What follows belongs to an exercise in optimizing a design on an open flow for small area, a short achievable clock period and few clock cycles; a production flow would make more cautious choices.
Function was checked by simulation only, so behaviour that the tests miss may differ from the original.
Power is estimated from default activity; no workload was simulated.

==> config.mk <==
export PLATFORM = sky130hd
export DESIGN_NAME = fft_stage_top
export DESIGN_NICKNAME = fft_stage_top
export VERILOG_FILES = /design/flow/design.v
export SDC_FILE = /design/flow/constraint.sdc
export NUM_CORES = 4
export LEC_CHECK = 0
export CAP_MARGIN = 20
export CORE_MARGIN = 2
export CORE_UTILIZATION = 50
export SETUP_SLACK_MARGIN = 5
export SLEW_MARGIN = 20
==> constraint.sdc <==
create_clock -name core_clock -period 8.5 [get_ports {clk}]
set_input_delay 1.7000 -clock core_clock [delete_from_list [all_inputs] [get_ports {clk}]]
set_output_delay 1.7000 -clock core_clock [all_outputs]
set_load 0.01 [all_outputs]
==> design.v <==
package fft_pkg;
	localparam int N_POINTS = 16;
	localparam int ADDR_W = 4;
	localparam int PAIR_W = 3;
	localparam int LEVEL_W = 2;
	localparam int DATA_W = 16;
	localparam int TW_FRAC = 14;
	typedef logic signed [DATA_W-1:0] sample_t;
	typedef logic [ADDR_W-1:0] addr_t;
	typedef logic [PAIR_W-1:0] pair_t;
	typedef logic [LEVEL_W-1:0] level_t;
endpackage
`timescale 1ns/1ps
module pair_sequencer
(
	input logic clk,
	input logic reset,
	input logic start,
	input fft_pkg::level_t level,
	input logic wr_last,
	output logic busy,
	output logic done,
	output logic rs_run,
	output logic rs_start,
	output logic rs_valid,
	output logic rs_last,
	output logic rs_bypass,
	output logic [2:0] rs_ri0,
	output logic [2:0] rs_ri1,
	output logic rs_swap,
	output fft_pkg::pair_t rs_k,
	output logic [1:0] rs_start_sel
);
	logic run;
	logic start_acc;
	fft_pkg::level_t lvl, lvl_eff;
	fft_pkg::pair_t pc, pc_next;
	fft_pkg::pair_t mask;
	fft_pkg::addr_t ea, oa;
	logic [2:0] ri0_q, ri1_q;
	logic swap_q;
	fft_pkg::pair_t k_q;
	assign start_acc = start && !busy && !reset;
	assign lvl_eff = run ? lvl : level;
	assign pc_next = run ? pc + 1'b1 : 3'd1;
	assign mask = fft_pkg::pair_t'(3'b111 >> lvl_eff);
	assign ea = {1'b0, pc_next & mask} | ({1'b0, pc_next & ~mask} << 1);
	assign oa = ea | (fft_pkg::addr_t'(8) >> lvl_eff);
	assign rs_run = run;
	assign rs_start = start_acc;
	assign rs_valid = run || start_acc;
	assign rs_last = run && (pc == 3'd7);
	assign rs_bypass = run ? !lvl[1] : !level[1];
	assign rs_ri0 = ri0_q;
	assign rs_ri1 = ri1_q;
	assign rs_swap = swap_q;
	assign rs_k = run ? k_q : 3'd0;
	assign rs_start_sel = level;
	assign done = wr_last;
	always_ff @(posedge clk)
	begin
		if (reset)
		begin
			run <= 1'b0;
			busy <= 1'b0;
			pc <= '0;
		end
		else
		begin
			if (start_acc)
			begin
				run <= 1'b1;
				busy <= 1'b1;
				pc <= 3'd1;
			end
			else if (run)
			begin
				pc <= pc + 1'b1;
				if (pc == 3'd7) run <= 1'b0;
			end
			if (wr_last) busy <= 1'b0;
		end
	end
	always_ff @(posedge clk)
	begin
		if (start_acc) lvl <= level;
		swap_q <= ^ea;
		ri0_q <= (^ea) ? oa[2:0] : ea[2:0];
		ri1_q <= (^ea) ? ea[2:0] : oa[2:0];
		k_q <= pc_next & ~mask;
	end
endmodule
`timescale 1ns/1ps
module sample_buffer
(
	input logic clk,
	input logic run,
	input logic [2:0] ri0,
	input logic [2:0] ri1,
	input logic [1:0] start_sel,
	output logic [31:0] rd0,
	output logic [31:0] rd1,
	output logic [31:0] x0_start,
	output logic [31:0] xs_start,
	input logic we0,
	input logic [2:0] wi0,
	input logic [31:0] wd0,
	input logic we1,
	input logic [2:0] wi1,
	input logic [31:0] wd1,
	input fft_pkg::addr_t rd_addr,
	output fft_pkg::sample_t rd_real,
	output fft_pkg::sample_t rd_imag
);
	logic [31:0] bank0 [0:7];
	logic [31:0] bank1 [0:7];
	logic [2:0] ri0_eff, ri1_eff;
	assign ri0_eff = run ? ri0 : rd_addr[2:0];
	assign ri1_eff = run ? ri1 : rd_addr[2:0];
	assign rd0 = bank0[ri0_eff];
	assign rd1 = bank1[ri1_eff];
	assign x0_start = bank0[0];
	always_comb
	begin
		case (start_sel)
			2'd0: xs_start = bank1[0];
			2'd1: xs_start = bank1[4];
			2'd2: xs_start = bank1[2];
			default: xs_start = bank1[1];
		endcase
	end
	always_ff @(posedge clk)
	begin
		{rd_real, rd_imag} <= (^rd_addr) ? rd1 : rd0;
	end
	always_ff @(posedge clk)
	begin
		if (we0) bank0[wi0] <= wd0;
		if (we1) bank1[wi1] <= wd1;
	end
endmodule
`timescale 1ns/1ps
module butterfly
(
	input logic clk,
	input logic reset,
	input logic rs_start,
	input logic rs_valid,
	input logic rs_last,
	input logic rs_bypass,
	input logic [2:0] rs_ri0,
	input logic [2:0] rs_ri1,
	input logic rs_swap,
	input fft_pkg::pair_t rs_k,
	input fft_pkg::level_t rs_level,
	input logic [31:0] rd0,
	input logic [31:0] rd1,
	input logic [31:0] x0_start,
	input logic [31:0] xs_start,
	output logic wr_valid,
	output logic wr_last,
	output logic [2:0] wi0,
	output logic [31:0] wd0,
	output logic [2:0] wi1,
	output logic [31:0] wd1
);
	logic [31:0] xe_r, xo_r;
	logic [2:0] r_wi0, r_wi1;
	logic r_swap;
	assign xe_r = rs_start ? x0_start : (rs_swap ? rd1 : rd0);
	assign xo_r = rs_start ? xs_start : (rs_swap ? rd0 : rd1);
	assign r_wi0 = rs_start ? 3'd0 : rs_ri0;
	assign r_wi1 = rs_start ? {rs_level == 2'd1, rs_level == 2'd2, rs_level == 2'd3} : rs_ri1;
	assign r_swap = rs_start ? 1'b0 : rs_swap;
	fft_pkg::pair_t k;
	logic [11:0] r_g;
	logic r_w2, r_ta;
	assign k = rs_k;
	assign r_w2 = (k[1:0] == 2'b10);
	assign r_ta = (k == 3'd1) || (k == 3'd7);
	always_comb
	begin
		if (k[0]) r_g = 12'b0111_1111_1111;
		else if (r_w2) r_g = 12'b1010_0011_0101;
		else r_g = 12'b0000_0010_0000;
	end
	logic a_valid, a_last;
	logic [2:0] a_wi0, a_wi1;
	logic a_swap, a_k2;
	logic [31:0] a_xe, a_xo;
	logic [11:0] a_g;
	logic a_w2, a_sa, a_sb, a_ta, a_tb;
	logic a_re_nc, a_re_ns, a_im_nc, a_im_ns, a_im_ne;
	always_ff @(posedge clk)
	begin
		if (reset)
		begin
			a_valid <= 1'b0;
			a_last <= 1'b0;
		end
		else
		begin
			a_valid <= rs_valid && !rs_bypass;
			a_last <= rs_valid && !rs_bypass && rs_last;
		end
	end
	always_ff @(posedge clk)
	begin
		a_wi0 <= r_wi0;
		a_wi1 <= r_wi1;
		a_swap <= r_swap;
		a_xe <= xe_r;
		a_xo <= xo_r;
		a_g <= r_g;
		a_k2 <= !k[2];
		a_w2 <= r_w2;
		a_sa <= (k == 3'd0) || (k == 3'd1) || (k == 3'd7);
		a_sb <= (k == 3'd3) || (k == 3'd4) || (k == 3'd5);
		a_ta <= r_ta;
		a_tb <= !r_ta && !r_w2;
		a_re_nc <= (k == 3'd7);
		a_re_ns <= (k == 3'd5);
		a_im_nc <= (k >= 3'd3);
		a_im_ns <= (k == 3'd1) || (k >= 3'd5);
		a_im_ne <= (k == 3'd6);
	end
	logic [16:0] xr17, xi17, ua, ub, ure, uim;
	logic [16:0] re_c, re_s, im_c, im_s;
	assign xr17 = {a_xo[31], a_xo[31:16]};
	assign xi17 = {a_xo[15], a_xo[15:0]};
	assign ua = xr17 + xi17;
	assign ub = xi17 - xr17;
	assign ure = a_k2 ? ua : ub;
	assign uim = a_k2 ? ub : ua;
	assign re_c = ({17{a_sa}} & xr17) | ({17{a_sb}} & xi17) | ({17{a_w2}} & ure);
	assign re_s = ({17{a_ta}} & xi17) | ({17{a_tb}} & xr17) | ({17{a_w2}} & ure);
	assign im_c = ({17{a_sa}} & xi17) | ({17{a_sb}} & xr17) | ({17{a_w2}} & uim);
	assign im_s = ({17{a_ta}} & xr17) | ({17{a_tb}} & xi17) | ({17{a_w2}} & uim);
	logic b_valid, b_last;
	logic [2:0] b_wi0, b_wi1;
	logic b_swap;
	logic [31:0] b_xe;
	logic [11:0] b_g;
	logic [16:0] b_re_c, b_re_s, b_re_e, b_im_c, b_im_s, b_im_e;
	logic b_re_nc, b_re_ns, b_im_nc, b_im_ns, b_im_ne;
	always_ff @(posedge clk)
	begin
		if (reset)
		begin
			b_valid <= 1'b0;
			b_last <= 1'b0;
		end
		else
		begin
			b_valid <= a_valid;
			b_last <= a_last;
		end
	end
	always_ff @(posedge clk)
	begin
		b_wi0 <= a_wi0;
		b_wi1 <= a_wi1;
		b_swap <= a_swap;
		b_xe <= a_xe;
		b_g <= a_g;
		b_re_c <= re_c ^ {17{a_re_nc}};
		b_re_s <= re_s ^ {17{a_re_ns}};
		b_re_e <= ure;
		b_im_c <= im_c ^ {17{a_im_nc}};
		b_im_s <= im_s ^ {17{a_im_ns}};
		b_im_e <= uim ^ {17{a_im_ne}};
		b_re_nc <= a_re_nc;
		b_re_ns <= a_re_ns;
		b_im_nc <= a_im_nc;
		b_im_ns <= a_im_ns;
		b_im_ne <= a_im_ne;
	end
	logic [15:0] re_h1, re_h2, im_h1, im_h2;
	logic [13:0] re_l1, re_l2, im_l1, im_l2;
	tw_tree u_re
	(
		.wc(b_re_c), .ws(b_re_s), .we(b_re_e), .nc(b_re_nc), .ns(b_re_ns), .ne(1'b0),
		.g(b_g), .h1(re_h1), .h2(re_h2), .l1(re_l1), .l2(re_l2)
	);
	tw_tree u_im
	(
		.wc(b_im_c), .ws(b_im_s), .we(b_im_e), .nc(b_im_nc), .ns(b_im_ns), .ne(b_im_ne),
		.g(b_g), .h1(im_h1), .h2(im_h2), .l1(im_l1), .l2(im_l2)
	);
	logic [2:0] w_wi0, w_wi1;
	logic w_swap, w_byp, w_cx;
	logic [31:0] w_xe;
	logic [15:0] w_re_h1, w_re_h2, w_im_h1, w_im_h2;
	logic [13:0] w_re_l1, w_re_l2, w_im_l1, w_im_l2;
	logic bp_k4;
	assign bp_k4 = k[2];
	always_ff @(posedge clk)
	begin
		if (reset)
		begin
			wr_valid <= 1'b0;
			wr_last <= 1'b0;
		end
		else
		begin
			wr_valid <= b_valid || (rs_valid && rs_bypass);
			wr_last <= b_last || (rs_valid && rs_bypass && rs_last);
		end
	end
	always_ff @(posedge clk)
	begin
		if (b_valid)
		begin
			w_byp <= 1'b0;
			w_cx <= 1'b0;
			w_wi0 <= b_wi0;
			w_wi1 <= b_wi1;
			w_swap <= b_swap;
			w_xe <= b_xe;
			w_re_h1 <= re_h1;
			w_re_h2 <= re_h2;
			w_im_h1 <= im_h1;
			w_im_h2 <= im_h2;
		end
		else
		begin
			w_byp <= 1'b1;
			w_cx <= bp_k4;
			w_wi0 <= r_wi0;
			w_wi1 <= r_wi1;
			w_swap <= r_swap;
			w_xe <= xe_r;
			w_re_h1 <= bp_k4 ? xo_r[15:0] : xo_r[31:16];
			w_re_h2 <= '0;
			w_im_h1 <= bp_k4 ? ~xo_r[31:16] : xo_r[15:0];
			w_im_h2 <= '0;
		end
		w_re_l1 <= re_l1;
		w_re_l2 <= re_l2;
		w_im_l1 <= im_l1;
		w_im_l2 <= im_l2;
	end
	logic [14:0] re_lo, im_lo;
	logic re_c14, im_c14;
	logic [15:0] ye_re, ye_im, yo_re, yo_im;
	assign re_lo = {1'b0, w_re_l1} + {1'b0, w_re_l2};
	assign im_lo = {1'b0, w_im_l1} + {1'b0, w_im_l2};
	assign re_c14 = !w_byp && re_lo[14];
	assign im_c14 = w_byp ? w_cx : im_lo[14];
	function automatic logic [15:0] add3(input logic [15:0] a, input logic [15:0] b,
		input logic [15:0] c, input logic cin);
		logic [15:0] s, cy;
		s = a ^ b ^ c;
		cy = (a & b) | (a & c) | (b & c);
		add3 = s + {cy[14:0], cin};
	endfunction
	assign ye_re = add3(w_xe[31:16], w_re_h1, w_re_h2, re_c14);
	assign ye_im = add3(w_xe[15:0], w_im_h1, w_im_h2, im_c14);
	function automatic logic [15:0] sub3(input logic [15:0] a, input logic [15:0] b,
		input logic [15:0] c, input logic cin);
		logic [15:0] s, cy, nb, nc;
		logic [16:0] r;
		nb = ~b;
		nc = ~c;
		s = a ^ nb ^ nc;
		cy = (a & nb) | (a & nc) | (nb & nc);
		r = {s, 1'b1} + {cy[14:0], 1'b1, !cin};
		sub3 = r[16:1];
	endfunction
	assign yo_re = sub3(w_xe[31:16], w_re_h1, w_re_h2, re_c14);
	assign yo_im = sub3(w_xe[15:0], w_im_h1, w_im_h2, im_c14);
	assign wi0 = w_wi0;
	assign wi1 = w_wi1;
	assign wd0 = w_swap ? {yo_re, yo_im} : {ye_re, ye_im};
	assign wd1 = w_swap ? {ye_re, ye_im} : {yo_re, yo_im};
endmodule
module tw_tree
(
	input logic [16:0] wc, ws, we,
	input logic nc, ns, ne,
	input logic [11:0] g,
	output logic [15:0] h1, h2,
	output logic [13:0] l1, l2
);
	wire r0_n = g[0] & (nc);
	wire [16:0] r0_w = wc;
	wire r0_b0 = g[0] & r0_w[0];
	wire r0_b1 = g[0] & r0_w[1];
	wire r0_b2 = g[0] & r0_w[2];
	wire r0_b3 = g[0] & r0_w[3];
	wire r0_b4 = g[0] & r0_w[4];
	wire r0_b5 = g[0] & r0_w[5];
	wire r0_b6 = g[0] & r0_w[6];
	wire r0_b7 = g[0] & r0_w[7];
	wire r0_b8 = g[0] & r0_w[8];
	wire r0_b9 = g[0] & r0_w[9];
	wire r0_b10 = g[0] & r0_w[10];
	wire r0_b11 = g[0] & r0_w[11];
	wire r0_b12 = g[0] & r0_w[12];
	wire r0_b13 = g[0] & r0_w[13];
	wire r0_b14 = g[0] & r0_w[14];
	wire r0_b15 = g[0] & r0_w[15];
	wire r0_b16 = ~(g[0] & r0_w[16]);
	wire r1_n = g[1] & (nc);
	wire [16:0] r1_w = wc;
	wire r1_b0 = g[1] & r1_w[0];
	wire r1_b1 = g[1] & r1_w[1];
	wire r1_b2 = g[1] & r1_w[2];
	wire r1_b3 = g[1] & r1_w[3];
	wire r1_b4 = g[1] & r1_w[4];
	wire r1_b5 = g[1] & r1_w[5];
	wire r1_b6 = g[1] & r1_w[6];
	wire r1_b7 = g[1] & r1_w[7];
	wire r1_b8 = g[1] & r1_w[8];
	wire r1_b9 = g[1] & r1_w[9];
	wire r1_b10 = g[1] & r1_w[10];
	wire r1_b11 = g[1] & r1_w[11];
	wire r1_b12 = g[1] & r1_w[12];
	wire r1_b13 = g[1] & r1_w[13];
	wire r1_b14 = g[1] & r1_w[14];
	wire r1_b15 = g[1] & r1_w[15];
	wire r1_b16 = ~(g[1] & r1_w[16]);
	wire r2_n = g[2] & (nc);
	wire [16:0] r2_w = wc;
	wire r2_b0 = g[2] & r2_w[0];
	wire r2_b1 = g[2] & r2_w[1];
	wire r2_b2 = g[2] & r2_w[2];
	wire r2_b3 = g[2] & r2_w[3];
	wire r2_b4 = g[2] & r2_w[4];
	wire r2_b5 = g[2] & r2_w[5];
	wire r2_b6 = g[2] & r2_w[6];
	wire r2_b7 = g[2] & r2_w[7];
	wire r2_b8 = g[2] & r2_w[8];
	wire r2_b9 = g[2] & r2_w[9];
	wire r2_b10 = g[2] & r2_w[10];
	wire r2_b11 = g[2] & r2_w[11];
	wire r2_b12 = g[2] & r2_w[12];
	wire r2_b13 = g[2] & r2_w[13];
	wire r2_b14 = g[2] & r2_w[14];
	wire r2_b15 = g[2] & r2_w[15];
	wire r2_b16 = ~(g[2] & r2_w[16]);
	wire r3_n = g[3] & (~nc);
	wire [16:0] r3_w = ~wc;
	wire r3_b0 = g[3] & r3_w[0];
	wire r3_b1 = g[3] & r3_w[1];
	wire r3_b2 = g[3] & r3_w[2];
	wire r3_b3 = g[3] & r3_w[3];
	wire r3_b4 = g[3] & r3_w[4];
	wire r3_b5 = g[3] & r3_w[5];
	wire r3_b6 = g[3] & r3_w[6];
	wire r3_b7 = g[3] & r3_w[7];
	wire r3_b8 = g[3] & r3_w[8];
	wire r3_b9 = g[3] & r3_w[9];
	wire r3_b10 = g[3] & r3_w[10];
	wire r3_b11 = g[3] & r3_w[11];
	wire r3_b12 = g[3] & r3_w[12];
	wire r3_b13 = g[3] & r3_w[13];
	wire r3_b14 = g[3] & r3_w[14];
	wire r3_b15 = g[3] & r3_w[15];
	wire r3_b16 = ~(g[3] & r3_w[16]);
	wire r4_n = g[4] & (~nc);
	wire [16:0] r4_w = ~wc;
	wire r4_b0 = g[4] & r4_w[0];
	wire r4_b1 = g[4] & r4_w[1];
	wire r4_b2 = g[4] & r4_w[2];
	wire r4_b3 = g[4] & r4_w[3];
	wire r4_b4 = g[4] & r4_w[4];
	wire r4_b5 = g[4] & r4_w[5];
	wire r4_b6 = g[4] & r4_w[6];
	wire r4_b7 = g[4] & r4_w[7];
	wire r4_b8 = g[4] & r4_w[8];
	wire r4_b9 = g[4] & r4_w[9];
	wire r4_b10 = g[4] & r4_w[10];
	wire r4_b11 = g[4] & r4_w[11];
	wire r4_b12 = g[4] & r4_w[12];
	wire r4_b13 = g[4] & r4_w[13];
	wire r4_b14 = g[4] & r4_w[14];
	wire r4_b15 = g[4] & r4_w[15];
	wire r4_b16 = ~(g[4] & r4_w[16]);
	wire r5_n = g[5] & (nc);
	wire [16:0] r5_w = wc;
	wire r5_b0 = g[5] & r5_w[0];
	wire r5_b1 = g[5] & r5_w[1];
	wire r5_b2 = g[5] & r5_w[2];
	wire r5_b3 = g[5] & r5_w[3];
	wire r5_b4 = g[5] & r5_w[4];
	wire r5_b5 = g[5] & r5_w[5];
	wire r5_b6 = g[5] & r5_w[6];
	wire r5_b7 = g[5] & r5_w[7];
	wire r5_b8 = g[5] & r5_w[8];
	wire r5_b9 = g[5] & r5_w[9];
	wire r5_b10 = g[5] & r5_w[10];
	wire r5_b11 = g[5] & r5_w[11];
	wire r5_b12 = g[5] & r5_w[12];
	wire r5_b13 = g[5] & r5_w[13];
	wire r5_b14 = g[5] & r5_w[14];
	wire r5_b15 = g[5] & r5_w[15];
	wire r6_n = g[6] & (~ns);
	wire [16:0] r6_w = ~ws;
	wire r6_b0 = g[6] & r6_w[0];
	wire r6_b1 = g[6] & r6_w[1];
	wire r6_b2 = g[6] & r6_w[2];
	wire r6_b3 = g[6] & r6_w[3];
	wire r6_b4 = g[6] & r6_w[4];
	wire r6_b5 = g[6] & r6_w[5];
	wire r6_b6 = g[6] & r6_w[6];
	wire r6_b7 = g[6] & r6_w[7];
	wire r6_b8 = g[6] & r6_w[8];
	wire r6_b9 = g[6] & r6_w[9];
	wire r6_b10 = g[6] & r6_w[10];
	wire r6_b11 = g[6] & r6_w[11];
	wire r6_b12 = g[6] & r6_w[12];
	wire r6_b13 = g[6] & r6_w[13];
	wire r6_b14 = g[6] & r6_w[14];
	wire r6_b15 = g[6] & r6_w[15];
	wire r6_b16 = ~(g[6] & r6_w[16]);
	wire r7_n = g[7] & (ns);
	wire [16:0] r7_w = ws;
	wire r7_b0 = g[7] & r7_w[0];
	wire r7_b1 = g[7] & r7_w[1];
	wire r7_b2 = g[7] & r7_w[2];
	wire r7_b3 = g[7] & r7_w[3];
	wire r7_b4 = g[7] & r7_w[4];
	wire r7_b5 = g[7] & r7_w[5];
	wire r7_b6 = g[7] & r7_w[6];
	wire r7_b7 = g[7] & r7_w[7];
	wire r7_b8 = g[7] & r7_w[8];
	wire r7_b9 = g[7] & r7_w[9];
	wire r7_b10 = g[7] & r7_w[10];
	wire r7_b11 = g[7] & r7_w[11];
	wire r7_b12 = g[7] & r7_w[12];
	wire r7_b13 = g[7] & r7_w[13];
	wire r7_b14 = g[7] & r7_w[14];
	wire r7_b15 = g[7] & r7_w[15];
	wire r7_b16 = ~(g[7] & r7_w[16]);
	wire r8_n = g[8] & (ns);
	wire [16:0] r8_w = ws;
	wire r8_b0 = g[8] & r8_w[0];
	wire r8_b1 = g[8] & r8_w[1];
	wire r8_b2 = g[8] & r8_w[2];
	wire r8_b3 = g[8] & r8_w[3];
	wire r8_b4 = g[8] & r8_w[4];
	wire r8_b5 = g[8] & r8_w[5];
	wire r8_b6 = g[8] & r8_w[6];
	wire r8_b7 = g[8] & r8_w[7];
	wire r8_b8 = g[8] & r8_w[8];
	wire r8_b9 = g[8] & r8_w[9];
	wire r8_b10 = g[8] & r8_w[10];
	wire r8_b11 = g[8] & r8_w[11];
	wire r8_b12 = g[8] & r8_w[12];
	wire r8_b13 = g[8] & r8_w[13];
	wire r8_b14 = g[8] & r8_w[14];
	wire r8_b15 = g[8] & r8_w[15];
	wire r8_b16 = ~(g[8] & r8_w[16]);
	wire r9_n = g[9] & (~ns);
	wire [16:0] r9_w = ~ws;
	wire r9_b0 = g[9] & r9_w[0];
	wire r9_b1 = g[9] & r9_w[1];
	wire r9_b2 = g[9] & r9_w[2];
	wire r9_b3 = g[9] & r9_w[3];
	wire r9_b4 = g[9] & r9_w[4];
	wire r9_b5 = g[9] & r9_w[5];
	wire r9_b6 = g[9] & r9_w[6];
	wire r9_b7 = g[9] & r9_w[7];
	wire r9_b8 = g[9] & r9_w[8];
	wire r9_b9 = g[9] & r9_w[9];
	wire r9_b10 = g[9] & r9_w[10];
	wire r9_b11 = g[9] & r9_w[11];
	wire r9_b12 = g[9] & r9_w[12];
	wire r9_b13 = g[9] & r9_w[13];
	wire r9_b14 = g[9] & r9_w[14];
	wire r9_b15 = g[9] & r9_w[15];
	wire r9_b16 = ~(g[9] & r9_w[16]);
	wire r10_n = g[10] & (ns);
	wire [16:0] r10_w = ws;
	wire r10_b0 = g[10] & r10_w[0];
	wire r10_b1 = g[10] & r10_w[1];
	wire r10_b2 = g[10] & r10_w[2];
	wire r10_b3 = g[10] & r10_w[3];
	wire r10_b4 = g[10] & r10_w[4];
	wire r10_b5 = g[10] & r10_w[5];
	wire r10_b6 = g[10] & r10_w[6];
	wire r10_b7 = g[10] & r10_w[7];
	wire r10_b8 = g[10] & r10_w[8];
	wire r10_b9 = g[10] & r10_w[9];
	wire r10_b10 = g[10] & r10_w[10];
	wire r10_b11 = g[10] & r10_w[11];
	wire r10_b12 = g[10] & r10_w[12];
	wire r10_b13 = g[10] & r10_w[13];
	wire r10_b14 = g[10] & r10_w[14];
	wire r10_b15 = g[10] & r10_w[15];
	wire r10_b16 = ~(g[10] & r10_w[16]);
	wire r11_n = g[11] & (ne);
	wire [16:0] r11_w = we;
	wire r11_b0 = g[11] & r11_w[0];
	wire r11_b1 = g[11] & r11_w[1];
	wire r11_b2 = g[11] & r11_w[2];
	wire r11_b3 = g[11] & r11_w[3];
	wire r11_b4 = g[11] & r11_w[4];
	wire r11_b5 = g[11] & r11_w[5];
	wire r11_b6 = g[11] & r11_w[6];
	wire r11_b7 = g[11] & r11_w[7];
	wire r11_b8 = g[11] & r11_w[8];
	wire r11_b9 = g[11] & r11_w[9];
	wire r11_b10 = g[11] & r11_w[10];
	wire r11_b11 = g[11] & r11_w[11];
	wire r11_b12 = g[11] & r11_w[12];
	wire r11_b13 = g[11] & r11_w[13];
	wire r11_b14 = g[11] & r11_w[14];
	wire r11_b15 = g[11] & r11_w[15];
	wire r11_b16 = ~(g[11] & r11_w[16]);
	wire t1 = r0_b11 ^ r1_b6;
	wire t2 = r0_b11 & r1_b6;
	wire t3 = r0_b12 ^ r1_b7 ^ r2_b4;
	wire t4 = (r0_b12 & r1_b7) | (r0_b12 & r2_b4) | (r1_b7 & r2_b4);
	wire t5 = r3_b3 ^ r4_b2;
	wire t6 = r3_b3 & r4_b2;
	wire t7 = r0_b13 ^ r1_b8 ^ r2_b5;
	wire t8 = (r0_b13 & r1_b8) | (r0_b13 & r2_b5) | (r1_b8 & r2_b5);
	wire t9 = r3_b4 ^ r4_b3 ^ r6_b12;
	wire t10 = (r3_b4 & r4_b3) | (r3_b4 & r6_b12) | (r4_b3 & r6_b12);
	wire t11 = r7_b6 ^ r8_b2;
	wire t12 = r7_b6 & r8_b2;
	wire t13 = r0_b14 ^ r1_b9 ^ r2_b6;
	wire t14 = (r0_b14 & r1_b9) | (r0_b14 & r2_b6) | (r1_b9 & r2_b6);
	wire t15 = r3_b5 ^ r4_b4 ^ r5_b0;
	wire t16 = (r3_b5 & r4_b4) | (r3_b5 & r5_b0) | (r4_b4 & r5_b0);
	wire t17 = r5_n ^ r6_b13 ^ r7_b7;
	wire t18 = (r5_n & r6_b13) | (r5_n & r7_b7) | (r6_b13 & r7_b7);
	wire t19 = r8_b3 ^ r9_b2;
	wire t20 = r8_b3 & r9_b2;
	wire t21 = r0_b15 ^ r1_b10 ^ r2_b7;
	wire t22 = (r0_b15 & r1_b10) | (r0_b15 & r2_b7) | (r1_b10 & r2_b7);
	wire t23 = r3_b6 ^ r4_b5 ^ r5_b1;
	wire t24 = (r3_b6 & r4_b5) | (r3_b6 & r5_b1) | (r4_b5 & r5_b1);
	wire t25 = r6_b14 ^ r7_b8 ^ r8_b4;
	wire t26 = (r6_b14 & r7_b8) | (r6_b14 & r8_b4) | (r7_b8 & r8_b4);
	wire t27 = r9_b3 ^ r10_b2;
	wire t28 = r9_b3 & r10_b2;
	wire t29 = r0_b16 ^ r1_b11 ^ r2_b8;
	wire t30 = (r0_b16 & r1_b11) | (r0_b16 & r2_b8) | (r1_b11 & r2_b8);
	wire t31 = r3_b7 ^ r4_b6 ^ r5_b2;
	wire t32 = (r3_b7 & r4_b6) | (r3_b7 & r5_b2) | (r4_b6 & r5_b2);
	wire t33 = r6_b15 ^ r7_b9 ^ r8_b5;
	wire t34 = (r6_b15 & r7_b9) | (r6_b15 & r8_b5) | (r7_b9 & r8_b5);
	wire t35 = r9_b4 ^ r10_b3 ^ r11_b10;
	wire t36 = (r9_b4 & r10_b3) | (r9_b4 & r11_b10) | (r10_b3 & r11_b10);
	wire t37 = r1_b12 ^ r2_b9 ^ r3_b8;
	wire t38 = (r1_b12 & r2_b9) | (r1_b12 & r3_b8) | (r2_b9 & r3_b8);
	wire t39 = r4_b7 ^ r5_b3 ^ r6_b16;
	wire t40 = (r4_b7 & r5_b3) | (r4_b7 & r6_b16) | (r5_b3 & r6_b16);
	wire t41 = r7_b10 ^ r8_b6 ^ r9_b5;
	wire t42 = (r7_b10 & r8_b6) | (r7_b10 & r9_b5) | (r8_b6 & r9_b5);
	wire t43 = r1_b13 ^ r2_b10 ^ r3_b9;
	wire t44 = (r1_b13 & r2_b10) | (r1_b13 & r3_b9) | (r2_b10 & r3_b9);
	wire t45 = r4_b8 ^ r5_b4 ^ r7_b11;
	wire t46 = (r4_b8 & r5_b4) | (r4_b8 & r7_b11) | (r5_b4 & r7_b11);
	wire t47 = r8_b7 ^ r9_b6;
	wire t48 = r8_b7 & r9_b6;
	wire t49 = r1_b14 ^ r2_b11 ^ r3_b10;
	wire t50 = (r1_b14 & r2_b11) | (r1_b14 & r3_b10) | (r2_b11 & r3_b10);
	wire t51 = r4_b9 ^ r5_b5 ^ r7_b12;
	wire t52 = (r4_b9 & r5_b5) | (r4_b9 & r7_b12) | (r5_b5 & r7_b12);
	wire t53 = r8_b8 ^ r9_b7;
	wire t54 = r8_b8 & r9_b7;
	wire t55 = r1_b15 ^ r2_b12 ^ r3_b11;
	wire t56 = (r1_b15 & r2_b12) | (r1_b15 & r3_b11) | (r2_b12 & r3_b11);
	wire t57 = r4_b10 ^ r5_b6 ^ r7_b13;
	wire t58 = (r4_b10 & r5_b6) | (r4_b10 & r7_b13) | (r5_b6 & r7_b13);
	wire t59 = r8_b9 ^ r9_b8;
	wire t60 = r8_b9 & r9_b8;
	wire t61 = r1_b16 ^ r2_b13 ^ r3_b12;
	wire t62 = (r1_b16 & r2_b13) | (r1_b16 & r3_b12) | (r2_b13 & r3_b12);
	wire t63 = r4_b11 ^ r5_b7 ^ r7_b14;
	wire t64 = (r4_b11 & r5_b7) | (r4_b11 & r7_b14) | (r5_b7 & r7_b14);
	wire t65 = r2_b14 ^ r3_b13 ^ r4_b12;
	wire t66 = (r2_b14 & r3_b13) | (r2_b14 & r4_b12) | (r3_b13 & r4_b12);
	wire t67 = r0_b8 ^ r1_b3;
	wire t68 = r0_b8 & r1_b3;
	wire t69 = r0_b9 ^ r1_b4 ^ r2_b1;
	wire t70 = (r0_b9 & r1_b4) | (r0_b9 & r2_b1) | (r1_b4 & r2_b1);
	wire t71 = r3_b0 ^ r3_n;
	wire t72 = r3_b0 & r3_n;
	wire t73 = r0_b10 ^ r1_b5 ^ r2_b2;
	wire t74 = (r0_b10 & r1_b5) | (r0_b10 & r2_b2) | (r1_b5 & r2_b2);
	wire t75 = r3_b1 ^ r4_b0 ^ r4_n;
	wire t76 = (r3_b1 & r4_b0) | (r3_b1 & r4_n) | (r4_b0 & r4_n);
	wire t77 = r6_b9 ^ r7_b3;
	wire t78 = r6_b9 & r7_b3;
	wire t79 = t1 ^ r2_b3 ^ r3_b2;
	wire t80 = (t1 & r2_b3) | (t1 & r3_b2) | (r2_b3 & r3_b2);
	wire t81 = r4_b1 ^ r6_b10 ^ r7_b4;
	wire t82 = (r4_b1 & r6_b10) | (r4_b1 & r7_b4) | (r6_b10 & r7_b4);
	wire t83 = r8_b0 ^ r8_n ^ r11_b5;
	wire t84 = (r8_b0 & r8_n) | (r8_b0 & r11_b5) | (r8_n & r11_b5);
	wire t85 = t2 ^ t3 ^ t5;
	wire t86 = (t2 & t3) | (t2 & t5) | (t3 & t5);
	wire t87 = r6_b11 ^ r7_b5 ^ r8_b1;
	wire t88 = (r6_b11 & r7_b5) | (r6_b11 & r8_b1) | (r7_b5 & r8_b1);
	wire t89 = r9_b0 ^ r9_n ^ r11_b6;
	wire t90 = (r9_b0 & r9_n) | (r9_b0 & r11_b6) | (r9_n & r11_b6);
	wire t91 = t4 ^ t6 ^ t7;
	wire t92 = (t4 & t6) | (t4 & t7) | (t6 & t7);
	wire t93 = t9 ^ t11 ^ r9_b1;
	wire t94 = (t9 & t11) | (t9 & r9_b1) | (t11 & r9_b1);
	wire t95 = r10_b0 ^ r10_n ^ r11_b7;
	wire t96 = (r10_b0 & r10_n) | (r10_b0 & r11_b7) | (r10_n & r11_b7);
	wire t97 = t8 ^ t10 ^ t12;
	wire t98 = (t8 & t10) | (t8 & t12) | (t10 & t12);
	wire t99 = t13 ^ t15 ^ t17;
	wire t100 = (t13 & t15) | (t13 & t17) | (t15 & t17);
	wire t101 = t19 ^ r10_b1 ^ r11_b8;
	wire t102 = (t19 & r10_b1) | (t19 & r11_b8) | (r10_b1 & r11_b8);
	wire t103 = t14 ^ t16 ^ t18;
	wire t104 = (t14 & t16) | (t14 & t18) | (t16 & t18);
	wire t105 = t20 ^ t21 ^ t23;
	wire t106 = (t20 & t21) | (t20 & t23) | (t21 & t23);
	wire t107 = t25 ^ t27 ^ r11_b9;
	wire t108 = (t25 & t27) | (t25 & r11_b9) | (t27 & r11_b9);
	wire t109 = t22 ^ t24 ^ t26;
	wire t110 = (t22 & t24) | (t22 & t26) | (t24 & t26);
	wire t111 = t28 ^ t29 ^ t31;
	wire t112 = (t28 & t29) | (t28 & t31) | (t29 & t31);
	wire t113 = t33 ^ t35 ^ 1'b1;
	wire t114 = (t33 & t35) | (t33 & 1'b1) | (t35 & 1'b1);
	wire t115 = t30 ^ t32 ^ t34;
	wire t116 = (t30 & t32) | (t30 & t34) | (t32 & t34);
	wire t117 = t36 ^ t37 ^ t39;
	wire t118 = (t36 & t37) | (t36 & t39) | (t37 & t39);
	wire t119 = t41 ^ r10_b4 ^ r11_b11;
	wire t120 = (t41 & r10_b4) | (t41 & r11_b11) | (r10_b4 & r11_b11);
	wire t121 = t38 ^ t40 ^ t42;
	wire t122 = (t38 & t40) | (t38 & t42) | (t40 & t42);
	wire t123 = t43 ^ t45 ^ t47;
	wire t124 = (t43 & t45) | (t43 & t47) | (t45 & t47);
	wire t125 = r10_b5 ^ r11_b12 ^ 1'b1;
	wire t126 = (r10_b5 & r11_b12) | (r10_b5 & 1'b1) | (r11_b12 & 1'b1);
	wire t127 = t44 ^ t46 ^ t48;
	wire t128 = (t44 & t46) | (t44 & t48) | (t46 & t48);
	wire t129 = t49 ^ t51 ^ t53;
	wire t130 = (t49 & t51) | (t49 & t53) | (t51 & t53);
	wire t131 = r10_b6 ^ r11_b13 ^ 1'b1;
	wire t132 = (r10_b6 & r11_b13) | (r10_b6 & 1'b1) | (r11_b13 & 1'b1);
	wire t133 = t50 ^ t52 ^ t54;
	wire t134 = (t50 & t52) | (t50 & t54) | (t52 & t54);
	wire t135 = t55 ^ t57 ^ t59;
	wire t136 = (t55 & t57) | (t55 & t59) | (t57 & t59);
	wire t137 = r10_b7 ^ r11_b14 ^ 1'b1;
	wire t138 = (r10_b7 & r11_b14) | (r10_b7 & 1'b1) | (r11_b14 & 1'b1);
	wire t139 = t56 ^ t58 ^ t60;
	wire t140 = (t56 & t58) | (t56 & t60) | (t58 & t60);
	wire t141 = t61 ^ t63 ^ r8_b10;
	wire t142 = (t61 & t63) | (t61 & r8_b10) | (t63 & r8_b10);
	wire t143 = r9_b9 ^ r10_b8 ^ r11_b15;
	wire t144 = (r9_b9 & r10_b8) | (r9_b9 & r11_b15) | (r10_b8 & r11_b15);
	wire t145 = t62 ^ t64 ^ t65;
	wire t146 = (t62 & t64) | (t62 & t65) | (t64 & t65);
	wire t147 = r5_b8 ^ r7_b15 ^ r8_b11;
	wire t148 = (r5_b8 & r7_b15) | (r5_b8 & r8_b11) | (r7_b15 & r8_b11);
	wire t149 = r9_b10 ^ r10_b9 ^ r11_b16;
	wire t150 = (r9_b10 & r10_b9) | (r9_b10 & r11_b16) | (r10_b9 & r11_b16);
	wire t151 = t66 ^ r2_b15 ^ r3_b14;
	wire t152 = (t66 & r2_b15) | (t66 & r3_b14) | (r2_b15 & r3_b14);
	wire t153 = r4_b13 ^ r5_b9 ^ r7_b16;
	wire t154 = (r4_b13 & r5_b9) | (r4_b13 & r7_b16) | (r5_b9 & r7_b16);
	wire t155 = r8_b12 ^ r9_b11 ^ r10_b10;
	wire t156 = (r8_b12 & r9_b11) | (r8_b12 & r10_b10) | (r9_b11 & r10_b10);
	wire t157 = r2_b16 ^ r3_b15 ^ r4_b14;
	wire t158 = (r2_b16 & r3_b15) | (r2_b16 & r4_b14) | (r3_b15 & r4_b14);
	wire t159 = r5_b10 ^ r8_b13 ^ r9_b12;
	wire t160 = (r5_b10 & r8_b13) | (r5_b10 & r9_b12) | (r8_b13 & r9_b12);
	wire t161 = r3_b16 ^ r4_b15 ^ r5_b11;
	wire t162 = (r3_b16 & r4_b15) | (r3_b16 & r5_b11) | (r4_b15 & r5_b11);
	wire t163 = r0_b6 ^ r1_b1;
	wire t164 = r0_b6 & r1_b1;
	wire t165 = r0_b7 ^ r1_b2 ^ r6_b6;
	wire t166 = (r0_b7 & r1_b2) | (r0_b7 & r6_b6) | (r1_b2 & r6_b6);
	wire t167 = r7_b0 ^ r7_n;
	wire t168 = r7_b0 & r7_n;
	wire t169 = t67 ^ r2_b0 ^ r2_n;
	wire t170 = (t67 & r2_b0) | (t67 & r2_n) | (r2_b0 & r2_n);
	wire t171 = r6_b7 ^ r7_b1 ^ r11_b2;
	wire t172 = (r6_b7 & r7_b1) | (r6_b7 & r11_b2) | (r7_b1 & r11_b2);
	wire t173 = t68 ^ t69 ^ t71;
	wire t174 = (t68 & t69) | (t68 & t71) | (t69 & t71);
	wire t175 = r6_b8 ^ r7_b2 ^ r11_b3;
	wire t176 = (r6_b8 & r7_b2) | (r6_b8 & r11_b3) | (r7_b2 & r11_b3);
	wire t177 = t70 ^ t72 ^ t73;
	wire t178 = (t70 & t72) | (t70 & t73) | (t72 & t73);
	wire t179 = t75 ^ t77 ^ r11_b4;
	wire t180 = (t75 & t77) | (t75 & r11_b4) | (t77 & r11_b4);
	wire t181 = t74 ^ t76 ^ t78;
	wire t182 = (t74 & t76) | (t74 & t78) | (t76 & t78);
	wire t183 = t79 ^ t81 ^ t83;
	wire t184 = (t79 & t81) | (t79 & t83) | (t81 & t83);
	wire t185 = t80 ^ t82 ^ t84;
	wire t186 = (t80 & t82) | (t80 & t84) | (t82 & t84);
	wire t187 = t85 ^ t87 ^ t89;
	wire t188 = (t85 & t87) | (t85 & t89) | (t87 & t89);
	wire t189 = t86 ^ t88 ^ t90;
	wire t190 = (t86 & t88) | (t86 & t90) | (t88 & t90);
	wire t191 = t91 ^ t93 ^ t95;
	wire t192 = (t91 & t93) | (t91 & t95) | (t93 & t95);
	wire t193 = t92 ^ t94 ^ t96;
	wire t194 = (t92 & t94) | (t92 & t96) | (t94 & t96);
	wire t195 = t97 ^ t99 ^ t101;
	wire t196 = (t97 & t99) | (t97 & t101) | (t99 & t101);
	wire t197 = t98 ^ t100 ^ t102;
	wire t198 = (t98 & t100) | (t98 & t102) | (t100 & t102);
	wire t199 = t103 ^ t105 ^ t107;
	wire t200 = (t103 & t105) | (t103 & t107) | (t105 & t107);
	wire t201 = t104 ^ t106 ^ t108;
	wire t202 = (t104 & t106) | (t104 & t108) | (t106 & t108);
	wire t203 = t109 ^ t111 ^ t113;
	wire t204 = (t109 & t111) | (t109 & t113) | (t111 & t113);
	wire t205 = t110 ^ t112 ^ t114;
	wire t206 = (t110 & t112) | (t110 & t114) | (t112 & t114);
	wire t207 = t115 ^ t117 ^ t119;
	wire t208 = (t115 & t117) | (t115 & t119) | (t117 & t119);
	wire t209 = t116 ^ t118 ^ t120;
	wire t210 = (t116 & t118) | (t116 & t120) | (t118 & t120);
	wire t211 = t121 ^ t123 ^ t125;
	wire t212 = (t121 & t123) | (t121 & t125) | (t123 & t125);
	wire t213 = t122 ^ t124 ^ t126;
	wire t214 = (t122 & t124) | (t122 & t126) | (t124 & t126);
	wire t215 = t127 ^ t129 ^ t131;
	wire t216 = (t127 & t129) | (t127 & t131) | (t129 & t131);
	wire t217 = t128 ^ t130 ^ t132;
	wire t218 = (t128 & t130) | (t128 & t132) | (t130 & t132);
	wire t219 = t133 ^ t135 ^ t137;
	wire t220 = (t133 & t135) | (t133 & t137) | (t135 & t137);
	wire t221 = t134 ^ t136 ^ t138;
	wire t222 = (t134 & t136) | (t134 & t138) | (t136 & t138);
	wire t223 = t139 ^ t141 ^ t143;
	wire t224 = (t139 & t141) | (t139 & t143) | (t141 & t143);
	wire t225 = t140 ^ t142 ^ t144;
	wire t226 = (t140 & t142) | (t140 & t144) | (t142 & t144);
	wire t227 = t145 ^ t147 ^ t149;
	wire t228 = (t145 & t147) | (t145 & t149) | (t147 & t149);
	wire t229 = t146 ^ t148 ^ t150;
	wire t230 = (t146 & t148) | (t146 & t150) | (t148 & t150);
	wire t231 = t151 ^ t153 ^ t155;
	wire t232 = (t151 & t153) | (t151 & t155) | (t153 & t155);
	wire t233 = t152 ^ t154 ^ t156;
	wire t234 = (t152 & t154) | (t152 & t156) | (t154 & t156);
	wire t235 = t157 ^ t159 ^ r10_b11;
	wire t236 = (t157 & t159) | (t157 & r10_b11) | (t159 & r10_b11);
	wire t237 = t158 ^ t160 ^ t161;
	wire t238 = (t158 & t160) | (t158 & t161) | (t160 & t161);
	wire t239 = r8_b14 ^ r9_b13 ^ r10_b12;
	wire t240 = (r8_b14 & r9_b13) | (r8_b14 & r10_b12) | (r9_b13 & r10_b12);
	wire t241 = t162 ^ r4_b16 ^ r5_b12;
	wire t242 = (t162 & r4_b16) | (t162 & r5_b12) | (r4_b16 & r5_b12);
	wire t243 = r8_b15 ^ r9_b14 ^ r10_b13;
	wire t244 = (r8_b15 & r9_b14) | (r8_b15 & r10_b13) | (r9_b14 & r10_b13);
	wire t245 = r5_b13 ^ r8_b16 ^ r9_b15;
	wire t246 = (r5_b13 & r8_b16) | (r5_b13 & r9_b15) | (r8_b16 & r9_b15);
	wire t247 = r0_b5 ^ r1_b0;
	wire t248 = r0_b5 & r1_b0;
	wire t249 = t163 ^ r6_b5 ^ r11_b0;
	wire t250 = (t163 & r6_b5) | (t163 & r11_b0) | (r6_b5 & r11_b0);
	wire t251 = t164 ^ t165 ^ t167;
	wire t252 = (t164 & t165) | (t164 & t167) | (t165 & t167);
	wire t253 = t166 ^ t168 ^ t169;
	wire t254 = (t166 & t168) | (t166 & t169) | (t168 & t169);
	wire t255 = t170 ^ t172 ^ t173;
	wire t256 = (t170 & t172) | (t170 & t173) | (t172 & t173);
	wire t257 = t174 ^ t176 ^ t177;
	wire t258 = (t174 & t176) | (t174 & t177) | (t176 & t177);
	wire t259 = t178 ^ t180 ^ t181;
	wire t260 = (t178 & t180) | (t178 & t181) | (t180 & t181);
	wire t261 = t182 ^ t184 ^ t185;
	wire t262 = (t182 & t184) | (t182 & t185) | (t184 & t185);
	wire t263 = t186 ^ t188 ^ t189;
	wire t264 = (t186 & t188) | (t186 & t189) | (t188 & t189);
	wire t265 = t190 ^ t192 ^ t193;
	wire t266 = (t190 & t192) | (t190 & t193) | (t192 & t193);
	wire t267 = t194 ^ t196 ^ t197;
	wire t268 = (t194 & t196) | (t194 & t197) | (t196 & t197);
	wire t269 = t198 ^ t200 ^ t201;
	wire t270 = (t198 & t200) | (t198 & t201) | (t200 & t201);
	wire t271 = t202 ^ t204 ^ t205;
	wire t272 = (t202 & t204) | (t202 & t205) | (t204 & t205);
	wire t273 = t206 ^ t208 ^ t209;
	wire t274 = (t206 & t208) | (t206 & t209) | (t208 & t209);
	wire t275 = t210 ^ t212 ^ t213;
	wire t276 = (t210 & t212) | (t210 & t213) | (t212 & t213);
	wire t277 = t214 ^ t216 ^ t217;
	wire t278 = (t214 & t216) | (t214 & t217) | (t216 & t217);
	wire t279 = t218 ^ t220 ^ t221;
	wire t280 = (t218 & t220) | (t218 & t221) | (t220 & t221);
	wire t281 = t222 ^ t224 ^ t225;
	wire t282 = (t222 & t224) | (t222 & t225) | (t224 & t225);
	wire t283 = t226 ^ t228 ^ t229;
	wire t284 = (t226 & t228) | (t226 & t229) | (t228 & t229);
	wire t285 = t230 ^ t232 ^ t233;
	wire t286 = (t230 & t232) | (t230 & t233) | (t232 & t233);
	wire t287 = t234 ^ t236 ^ t237;
	wire t288 = (t234 & t236) | (t234 & t237) | (t236 & t237);
	wire t289 = t238 ^ t240 ^ t241;
	wire t290 = (t238 & t240) | (t238 & t241) | (t240 & t241);
	wire t291 = t242 ^ t244 ^ t245;
	wire t292 = (t242 & t244) | (t242 & t245) | (t244 & t245);
	wire t293 = t246 ^ r5_b14 ^ r9_b16;
	wire t294 = (t246 & r5_b14) | (t246 & r9_b16) | (r5_b14 & r9_b16);
	wire t295 = r0_b1 ^ r6_b0;
	wire t296 = r0_b1 & r6_b0;
	wire t297 = r0_b2 ^ r6_b1;
	wire t298 = r0_b2 & r6_b1;
	wire t299 = r0_b3 ^ r6_b2;
	wire t300 = r0_b3 & r6_b2;
	wire t301 = r0_b4 ^ r6_b3;
	wire t302 = r0_b4 & r6_b3;
	wire t303 = t247 ^ r1_n ^ r6_b4;
	wire t304 = (t247 & r1_n) | (t247 & r6_b4) | (r1_n & r6_b4);
	wire t305 = t248 ^ t249 ^ r11_n;
	wire t306 = (t248 & t249) | (t248 & r11_n) | (t249 & r11_n);
	wire t307 = t250 ^ t251 ^ r11_b1;
	wire t308 = (t250 & t251) | (t250 & r11_b1) | (t251 & r11_b1);
	wire t309 = t252 ^ t253 ^ t171;
	wire t310 = (t252 & t253) | (t252 & t171) | (t253 & t171);
	wire t311 = t254 ^ t255 ^ t175;
	wire t312 = (t254 & t255) | (t254 & t175) | (t255 & t175);
	wire t313 = t256 ^ t257 ^ t179;
	wire t314 = (t256 & t257) | (t256 & t179) | (t257 & t179);
	wire t315 = t258 ^ t259 ^ t183;
	wire t316 = (t258 & t259) | (t258 & t183) | (t259 & t183);
	wire t317 = t260 ^ t261 ^ t187;
	wire t318 = (t260 & t261) | (t260 & t187) | (t261 & t187);
	wire t319 = t262 ^ t263 ^ t191;
	wire t320 = (t262 & t263) | (t262 & t191) | (t263 & t191);
	wire t321 = t264 ^ t265 ^ t195;
	wire t322 = (t264 & t265) | (t264 & t195) | (t265 & t195);
	wire t323 = t266 ^ t267 ^ t199;
	wire t324 = (t266 & t267) | (t266 & t199) | (t267 & t199);
	wire t325 = t268 ^ t269 ^ t203;
	wire t326 = (t268 & t269) | (t268 & t203) | (t269 & t203);
	wire t327 = t270 ^ t271 ^ t207;
	wire t328 = (t270 & t271) | (t270 & t207) | (t271 & t207);
	wire t329 = t272 ^ t273 ^ t211;
	wire t330 = (t272 & t273) | (t272 & t211) | (t273 & t211);
	wire t331 = t274 ^ t275 ^ t215;
	wire t332 = (t274 & t275) | (t274 & t215) | (t275 & t215);
	wire t333 = t276 ^ t277 ^ t219;
	wire t334 = (t276 & t277) | (t276 & t219) | (t277 & t219);
	wire t335 = t278 ^ t279 ^ t223;
	wire t336 = (t278 & t279) | (t278 & t223) | (t279 & t223);
	wire t337 = t280 ^ t281 ^ t227;
	wire t338 = (t280 & t281) | (t280 & t227) | (t281 & t227);
	wire t339 = t282 ^ t283 ^ t231;
	wire t340 = (t282 & t283) | (t282 & t231) | (t283 & t231);
	wire t341 = t284 ^ t285 ^ t235;
	wire t342 = (t284 & t285) | (t284 & t235) | (t285 & t235);
	wire t343 = t286 ^ t287 ^ t239;
	wire t344 = (t286 & t287) | (t286 & t239) | (t287 & t239);
	wire t345 = t288 ^ t289 ^ t243;
	wire t346 = (t288 & t289) | (t288 & t243) | (t289 & t243);
	wire t347 = t290 ^ t291 ^ r10_b14;
	wire t348 = (t290 & t291) | (t290 & r10_b14) | (t291 & r10_b14);
	wire t349 = t292 ^ t293 ^ r10_b15;
	wire t350 = (t292 & t293) | (t292 & r10_b15) | (t293 & r10_b15);
	wire t351 = t294 ^ r5_b15 ^ r10_b16;
	wire t352 = (t294 & r5_b15) | (t294 & r10_b16) | (r5_b15 & r10_b16);
	wire [29:0] v1 = {t350, t348, t346, t344, t342, t340, t338, t336, t334, t332, t330, t328, t326, t324, t322, t320, t318, t316, t314, t312, t310, t308, t306, t304, t302, t300, t298, t296, t295, r0_b0};
	wire [29:0] v2 = {t351, t349, t347, t345, t343, t341, t339, t337, t335, t333, t331, t329, t327, t325, t323, t321, t319, t317, t315, t313, t311, t309, t307, t305, t303, t301, t299, t297, r6_n, r0_n};
	assign h1 = v1[29:14];
	assign h2 = v2[29:14];
	assign l1 = v1[13:0];
	assign l2 = v2[13:0];
endmodule
`timescale 1ns/1ps
module fft_stage_top
(
	input logic clk,
	input logic reset,
	input logic start,
	input fft_pkg::level_t level,
	input logic load_en,
	input fft_pkg::addr_t load_addr,
	input fft_pkg::sample_t load_real,
	input fft_pkg::sample_t load_imag,
	input fft_pkg::addr_t rd_addr,
	output logic busy,
	output logic done,
	output fft_pkg::sample_t rd_real,
	output fft_pkg::sample_t rd_imag
);
	logic rs_run, rs_start, rs_valid, rs_last, rs_bypass, rs_swap;
	logic [2:0] rs_ri0, rs_ri1;
	fft_pkg::pair_t rs_k;
	logic [1:0] rs_start_sel;
	logic [31:0] rd0, rd1, x0_start, xs_start;
	logic bf_we, bf_last;
	logic [2:0] bf_wi0, bf_wi1;
	logic [31:0] bf_wd0, bf_wd1;
	logic we0, we1;
	logic [2:0] wi0, wi1;
	logic [31:0] wd0, wd1;
	logic load_par;
	pair_sequencer u_seq
	(
		.clk(clk), .reset(reset), .start(start), .level(level), .wr_last(bf_last),
		.busy(busy), .done(done), .rs_run(rs_run), .rs_start(rs_start), .rs_valid(rs_valid),
		.rs_last(rs_last), .rs_bypass(rs_bypass), .rs_ri0(rs_ri0), .rs_ri1(rs_ri1),
		.rs_swap(rs_swap), .rs_k(rs_k), .rs_start_sel(rs_start_sel)
	);
	butterfly u_bfly
	(
		.clk(clk), .reset(reset), .rs_start(rs_start), .rs_valid(rs_valid),
		.rs_last(rs_last), .rs_bypass(rs_bypass), .rs_ri0(rs_ri0), .rs_ri1(rs_ri1),
		.rs_swap(rs_swap), .rs_k(rs_k), .rs_level(rs_start_sel),
		.rd0(rd0), .rd1(rd1), .x0_start(x0_start), .xs_start(xs_start),
		.wr_valid(bf_we), .wr_last(bf_last),
		.wi0(bf_wi0), .wd0(bf_wd0), .wi1(bf_wi1), .wd1(bf_wd1)
	);
	assign load_par = ^load_addr;
	assign we0 = bf_we || (load_en && !load_par);
	assign we1 = bf_we || (load_en && load_par);
	assign wi0 = bf_we ? bf_wi0 : load_addr[2:0];
	assign wi1 = bf_we ? bf_wi1 : load_addr[2:0];
	assign wd0 = bf_we ? bf_wd0 : {load_real, load_imag};
	assign wd1 = bf_we ? bf_wd1 : {load_real, load_imag};
	sample_buffer u_buf
	(
		.clk(clk), .run(rs_run), .ri0(rs_ri0), .ri1(rs_ri1), .start_sel(rs_start_sel),
		.rd0(rd0), .rd1(rd1), .x0_start(x0_start), .xs_start(xs_start),
		.we0(we0), .wi0(wi0), .wd0(wd0), .we1(we1), .wi1(wi1), .wd1(wd1),
		.rd_addr(rd_addr), .rd_real(rd_real), .rd_imag(rd_imag)
	);
endmodule
==> run.sh <==
#!/bin/bash
# synth_recipe.tcl (not shown) runs the flow's synth.tcl, then flattens the netlist and writes it again
# the make line also repeats each setting of config.mk as NAME=value (left out here)
make -C /OpenROAD-flow-scripts/flow DESIGN_CONFIG=/design/flow/config.mk WORK_HOME=/design/flow/orfs CLKGATE_MAP_FILE= SYNTH_SCRIPT=/design/flow/synth_recipe.tcl finish
==> impl_metrics.json <==
{
  "pin_count": 80,
  "track_usage_pct": 31.4,
  "port_buffers": 79,
  "holdWs_ps": 311,
  "outcome": "complete, no violations",
  "hold_class": "flop to flop",
  "end_kind": "flop",
  "firstDrtPassIters": 12,
  "clockBufferDepth": 3,
  "fin_nets": 5040,
  "layout-drive-gt1-share_pct": 30.8,
  "yosys_register_bits": 962,
  "grt_antenna_before_repair": 4,
  "max_slew_margin_pct": 23.7,
  "cp.required_ps": 9070,
  "grt_pass1_vias": 35000,
  "die_area_mm2": 0.108,
  "setup_slack_ps": 4420,
  "start_kind": "flop",
  "overflow": 0,
  "synth_fp_nets": 4788,
  "worstSetupPathType": "flop to flop",
  "drt_iter0_drc": 3525,
  "netlist_area_mm2": 0.0526,
  "post-dp-hpwl_mm": 109,
  "finalWirelength_mm": 169,
  "maxCapViolCount": 0,
  "min_period_over_period_pct": 47.9,
  "syn_area_per_cell_um2": 12.5,
  "clock_latency_ps": 720,
  "cp_max_fo": 8,
  "htree_levels": 3,
  "die_x_um": 328,
  "yosysSeqAreaShare_pct": 46.4,
  "post-place-ws_ps": 3200,
  "tightest_slew_ps": 1140,
  "final_max_slew_viol_count": 0,
  "detailroute.via_count": 35100,
  "leakagePower_nw": 25.5,
  "syn_inst": 4208,
  "avgRoutedWirePerCell_um": 28.4,
  "synth_area_leaders": "edfxtp_1 (29%), dfxtp_1 (17%), fa_1 (14%), mux4_2 (6.8%), ha_1 (3.9%)",
  "synth_top_area_share_pct": 29.3,
  "antenna_left": 0,
  "yosysTopAreaCell": "edfxtp_1",
  "cp.arrival_ps": 4650,
  "ys_async_sr_fraction_pct": 0,
  "row_count": 118,
  "syn2layout_area_growth_pct": 22.6,
  "place_congestion": 0.925,
  "power.density_mw_per_mm2": 326,
  "hold_buffers": 0,
  "drc": 0,
  "dieHeight_um": 328,
  "synth_edf_count": 514,
  "fin_setup_tns_ps": 0,
  "rsz0062_at_grt": "true",
  "cts_root_buffer": "clkbuf_16",
  "cts_tree": "yes",
  "grt_pass1_wl_mm": 242,
  "ys_warn_count": 3,
  "setup_viol": 0,
  "num_antenna_cells": 0,
  "yosysUniqueCellTypes": 92,
  "grt_max_degree": 85,
  "finalHoldViolations": 0,
  "clkTransAtPathRegs_ps": 60,
  "fin_skew_ps": 59.8,
  "period_needed_ps": 4080,
  "synth_ff_type": "edfxtp_1",
  "vdd_ir_drop_max_mv": 0.206,
  "fmax_ghz": 0.245,
  "clock_sinks": 962,
  "core_mm2": 0.104,
  "numCtsBuffers": 100,
  "viasPerCell": 5.92,
  "initial_utilization_pct": 50.6
}
-- repair_timing --
action                                   CTS  global route
hold endpoints to repair                   0             0
resized for setup                        660           218
cloned                                    25             5
pin swaps                                218           161
setup buffers                            130            53
endpoints found under the setup margin  1142           644
-- layer usage --
| metal | global-route usage (%) | wire length (um) |
|---|---|---|
| met5 | 0 | 31 |
| met4 | 12.4 | 8320 |
| met3 | 5.38 | 13800 |
| met2 | 49.4 | 77600 |
| met1 | 43.5 | 68800 |
-- placed cells by master, fill, tap and decap left out, types with 46 or more instances in the layout --
master	count
fa_2	144
and2_1	77
fa_1	225
nor2b_1	98
ha_1	147
edfxtp_1	514
clkdlybuf4s50_1	71
o21ai_0	46
clkbuf_16	108
mux2_4	66
inv_1	392
mux4_2	160
mux2i_1	133
nor2_1	177
xnor2_1	108
a21oi_1	85
inv_2	103
a21oi_2	76
dfxtp_1	418
buf_12	54
buf_4	123
nand2_1	178
-- power by group --
part	leakage (nW)	total [mW]	switching [mW]	internal (mW)
combinational	15.5	9.86	5.70	4.16
sequential	8.39	6.67	0.830	5.84
clock	1.67	4.48	1.91	2.57
-- kinds of logic (layout without fill, tap and decap cells) --
kind of cell    count (synthesis)  count (layout)  synth area share, %
buf+inv                       704            1041                 5.41
fa+ha+maj                     534             534                 18.0
xor+xnor                      171             171                 2.87
flops                         962             962                 46.4
simple gates                  870             872                 8.33
mux                           413             413                 11.9
compound gates                554             554                 7.16
-- sequential cells by signal (all words and copies together), names as in the netlist, 17 cells and up --
| name | flops |
|---|---|
| u_bfly.a_xe | 32 |
| u_bfly.a_xo | 32 |
| u_bfly.b_im_c | 17 |
| u_bfly.b_im_e | 17 |
| u_bfly.b_im_s | 17 |
| u_bfly.b_re_c | 17 |
| u_bfly.b_re_e | 17 |
| u_bfly.b_re_s | 17 |
| u_bfly.b_xe | 32 |
| u_bfly.w_xe | 32 |
| u_buf.bank0 | 256 |
| u_buf.bank1 | 256 |
-- worst max-delay path, stage by stage (launching register included) --
cell       delay, ps
dfxtp_2          330
ha_4             240
a211oi_2         230
a211oi_2         100
o311a_4          350
o22a_1           210
ha_2             200
fa_2             340
a21o_1           180
a21oi_2          190
nor2b_2           90
o41ai_4          400
o21ai_2          100
a21oi_2          190
a21oi_2          110
xnor2_2          190
a2111oi_4        330
buf_6            200
-- per-stage QoR --
step                utilization (%)  cell area, um2  total power [mW]  instances
global route                   62.1           64500              22.0       5927
finish                         62.1           64500              21.0       5927
CTS                            60.8           63200              20.3       5869
detailed placement             53.4           55500              14.4       5525
floorplan                         -           53600              11.7       4208
global placement               53.4           55500              14.3       5525
-- cells in the mapped netlist, types with 33 or more instances --
master,count
a21oi_1,163
nand2_1,220
nor2_1,197
clkbuf_1,135
edfxtp_1,514
o21ai_1,41
and2_1,121
nor3_1,38
fa_1,369
inv_1,500
ha_1,165
xnor2_1,121
mux2i_1,159
o21ai_0,65
nand3_1,33
mux4_2,160
mux2_2,94
nor2b_1,126
dfxtp_1,448
xor2_1,49
nand2b_1,50
-- worst paths after layout --
| path | end | slack, ps | cells past startpoint | from |
|---|---|---|---|---|
| worst max-delay path | u_buf.bank1[3][14] | 4420 | 17 | u_bfly.w_im_l2[2] |
| worst min-delay path | u_bfly.b_xe[7] | 310 | 0 | u_bfly.a_xe[7] |
| worst max register to register | u_buf.bank1[3][14] | 4420 | 17 | u_bfly.w_im_l2[2] |
| worst min register to register | u_bfly.b_xe[7] | 310 | 0 | u_bfly.a_xe[7] |
-- final cells by class --
type	instances	area [um2]
clock buffer	149	2950
clock inverter	40	455
fill	8065	39400
inverter	505	1920
multi-input combinational	2544	28500
sequential	962	24500
tap	1380	1730
timing repair buffer	347	4490
Testbench counts, summed over its fixed seeds: cycles 10,888.

==> port drivers added, routing unchanged <==
The results above use ideal ports. As a check the final layout listed here was re-extracted and re-timed, cells and wires unchanged.
Step 1, drivers: a clkbuf_16 drives clk and a buf_2 each remaining input, both assumed.
Step 2, shift: input delay + t, output delay - t, t = (earliest + latest rising clock arrival at the registers) / 2. This alone moves slack from input paths to output paths.
Slacks: no drivers / after step 1 / after step 2; pairs: no drivers / after step 1.
shift t [ns]: 0.769
slack for setup (ns): 4.425 / 4.425 / 4.120
slew at the worst register clock pin (ns): 0.07 / 0.07
After both steps setup and hold are still met in this run. For this run, drivers alone change the setup slack by 0.000 ns; drivers and shift together by -0.305 ns.
